What follows belongs to an exercise in optimizing a design on an open flow for small area; a production flow would make more cautious choices. Function was checked by simulation only, so behaviour that the tests miss may differ from the original. Power and IR drop assume default switching activity. The clock port is modelled as an ideal driver; clocking choices that lean on that would not hold on a real chip.

Setup of the reference run:
// process_engine
module process_engine (
  input  logic        clock,
  input  logic        reset,
  input  logic        input_valid,
  input  logic [1:0]  opcode,
  input  logic [15:0] key,
  input  logic [15:0] wr_data,
  output logic        stall,
  output logic        output_valid,
  output logic [15:0] val_out,
  output logic [2:0]  rescode
);
For scale: about 2100 cells after synthesis, about 1900 flip-flops, about 58 I/O pins.
==> module process_engine, before the edit <==
module process_engine (
  input  logic        clock,
  input  logic        reset,
  input  logic        input_valid,
  input  logic [1:0]  opcode,
  input  logic [15:0] key,
  input  logic [15:0] wr_data,
  output logic        stall,
  output logic        output_valid,
  output logic [15:0] val_out,
  output logic [2:0]  rescode
);
  localparam int SW = 29;
  localparam int NS = 4;
  localparam int LW = NS * SW;
  localparam int NB = 16;
  logic [LW-1:0] ring [NB];
  logic [3:0]    phase;      
  logic          sweeping;   
  logic          h_valid;
  logic [1:0]    h_op;
  logic [3:0]    h_hash;
  logic [11:0]   h_key;
  logic          h_key_zero;   
  logic [15:0]   h_data;
  logic          is_insert, is_delete;
  logic [NS-1:0] v, m;
  logic          any_hit, any_free, ok_now, fire, we;
  logic [2:0]    code;
  logic [SW-1:0] slot0;
  assign is_insert  = (h_op == 2'd2);
  assign h_key_zero = (h_hash == 4'd0) && (h_key == 12'd0);
  assign is_delete  = (h_op == 2'd3);
  always_comb begin
    for (int s = 0; s < NS; s++) begin
      v[s] = ring[0][s*SW] && !sweeping;
      m[s] = v[s] && (ring[0][s*SW+1 +: 12] == h_key);
    end
  end
  assign any_hit  = |m;
  assign any_free = !(&v);
  always_comb begin
    if (any_hit)                                   ok_now = m[0];
    else if (is_insert && any_free && !h_key_zero) ok_now = !v[0];
    else                                           ok_now = 1'b1;
  end
  assign fire  = h_valid && (phase == h_hash) && ok_now;
  assign stall = h_valid && !fire;
  assign we    = fire && ((is_insert && (any_hit || (any_free && !h_key_zero))) ||
                          (is_delete && any_hit));
  always_comb begin
    case (h_op)
      2'd1:    code = any_hit ? 3'd1 : 3'd0;
      2'd2:    code = any_hit ? 3'd3 : (any_free ? 3'd2 : 3'd4);
      2'd3:    code = any_hit ? 3'd5 : 3'd0;
      default: code = 3'd0;
    endcase
  end
  assign slot0[0]       = we ? !is_delete : v[0];
  assign slot0[1 +: 28] = we ? {h_data, h_key} : ring[0][1 +: 28];
  always_ff @(posedge clock) begin
    for (int i = 0; i < NB - 1; i++) begin
      ring[i] <= ring[i+1];
    end
    for (int s = 1; s < NS; s++) begin
      ring[NB-1][(s-1)*SW]          <= v[s];
      ring[NB-1][(s-1)*SW+1 +: 28]  <= ring[0][s*SW+1 +: 28];
    end
    ring[NB-1][(NS-1)*SW +: SW] <= slot0;
  end
  always_ff @(posedge clock) begin
    if (reset) begin
      phase        <= 4'd0;
      sweeping     <= 1'b1;
      output_valid <= 1'b0;
      h_valid      <= 1'b0;
    end else begin
      phase        <= phase + 4'd1;
      if (&phase) sweeping <= 1'b0;
      output_valid <= fire;
      if (!stall) h_valid <= input_valid && (opcode != 2'd0);
    end
  end
  always_ff @(posedge clock) begin
    if (!stall) begin
      h_op       <= opcode;
      h_hash     <= key[3:0] ^ key[7:4] ^ key[11:8] ^ key[15:12];
      h_key      <= key[11:0];
      h_data     <= wr_data;
    end
    rescode <= code;
  end
  assign val_out = (rescode == 3'd1) ? ring[NB-1][(NS-1)*SW+13 +: 16] : 16'd0;
endmodule
clock: 5.0 ns
lec_check: 0
abc_area: 0
cap_margin: 20
core_margin: 2
core_utilization: 70
slew_margin: 20
standard.sh (not shown) runs the stock make flow with config.mk's settings and CLKGATE_MAP_FILE= SYNTH_SCRIPT=/design/flow/synth_recipe.tcl, a recipe that flattens the netlist after the stock synthesis.
==> flow/flow/run.sh <==
#!/bin/bash
# The standard layout with our own clock tree settings (no dummy loads,
# large leaf clusters), drive-1 port buffers, and combinational cells sized
# down after floorplan so that the repair steps size up only what needs it
set -euo pipefail
export CTS_ARGS="-sink_clustering_enable -repair_clock_nets -dont_use_dummy_load -buf_list \"sky130_fd_sc_hd__clkbuf_8 sky130_fd_sc_hd__clkbuf_16\" -sink_clustering_size 32 -sink_clustering_max_diameter 60 -root_buf sky130_fd_sc_hd__clkbuf_8 -tree_buf sky130_fd_sc_hd__clkbuf_8 -sink_clustering_buffer sky130_fd_sc_hd__clkbuf_16"
export BUFFER_PORTS_ARGS="-buffer_cell sky130_fd_sc_hd__buf_1"
export POST_FLOORPLAN_TCL="$PWD/flow/downsize.tcl"
bash standard.sh > standard_flow.log 2>&1
==> flow/flow/downsize.tcl <==
# Size combinational cells down to drive 1 where the library has that size;
# the later repair steps size up whatever timing, slew or load needs.
set downsized 0
foreach inst [get_cells *] {
  set cell [get_property $inst ref_name]
  if {[regexp {^(sky130_fd_sc_hd__([a-z0-9]+))_([0-9]+)$} $cell -> base kind size]} {
    if {$size > 1 && ![regexp {^(df|edf|sdf|dl|clk|conb|tap|fill|decap|diode|ha|fa|lpflow)} $kind]} {
      set lc [get_lib_cells -quiet */${base}_1]
      if {[llength $lc] > 0} {
        replace_cell $inst ${base}_1
        incr downsized
      }
    }
  }
}
puts "downsized $downsized cells"
The reference run finished all stages; the layout is clean.
Inputs modified between the reference run and the trial run:
--- a/flow/design.v
+++ b/flow/design.v
@@ -99,12 +99,10 @@
     if (reset) begin
       phase        <= 4'd0;
       sweeping     <= 1'b1;
-      output_valid <= 1'b0;
       h_valid      <= 1'b0;
     end else begin
       phase        <= phase + 4'd1;
       if (&phase) sweeping <= 1'b0;
-      output_valid <= fire;
       if (!stall) h_valid <= input_valid && (opcode != 2'd0);
     end
   end
@@ -115,7 +113,8 @@
       h_key      <= key[11:0];
       h_data     <= wr_data;
     end
-    rescode <= code;
   end
-  assign val_out = (rescode == 3'd1) ? ring[NB-1][(NS-1)*SW+13 +: 16] : 16'd0;
+  assign output_valid = fire;
+  assign rescode      = code;
+  assign val_out      = ((h_op == 2'd1) && m[0]) ? ring[0][13 +: 16] : 16'd0;
 endmodule
==> comparison <==
- Compared with the reference run, in the trial run global-route wire length before repair lower, total chip power has remained practically unchanged.
- The area of all sequential standard cells was comparable across the trial run and the reference run.
- Between the trial run and the reference run, the area added between synthesis and finish does not differ in any meaningful way.
- Compound-gate portion of the synthesized area delta (the reference run -> the trial run): insignificant
- | largest fanout on the critical path | lower: the reference run |
- The trial run -> the reference run: global route total overflow delta 0, exact match
- The non-clock buffer contribution to total cell area was comparable across the trial run and the reference run.
- [compare] base=the reference run new=the trial run: setup slack went down 280 ps; simple-gate portion of the synthesized area held.
- The trial run -> the reference run: number of buffers inserted by hold repair at cts delta 0, exact match
- Routed wire length: higher on the reference run
- Between the reference run and the trial run, the internal power of the cells figures differ only marginally.

re-timing with driven ports:
Ports are ideal in the flow. The routed layouts listed here were re-timed in OpenROAD.
Step 1 sets driving cells, clkbuf_16 on the clock port and buf_2 on the other inputs (assumed; they add their load-dependent delay and slew).
Step 2 also shifts input and output timing later by t, the mid clock arrival at the registers, as if the neighbouring blocks saw the same clock.
a / b / c = no drivers / after step 1 / after step 2; a / b = the first two.
run | shift t [ns] | setup slack, ns | worst slew at a driven data input, ns | pins driven straight from the clock port
the reference run | 0.750 | 1.038 / 0.985 / 1.734 | 0.05 | 1
the trial run | 0.740 | 0.757 / 0.703 / 1.442 | 0.08 | 1
After both steps setup and hold are still met in every run listed.
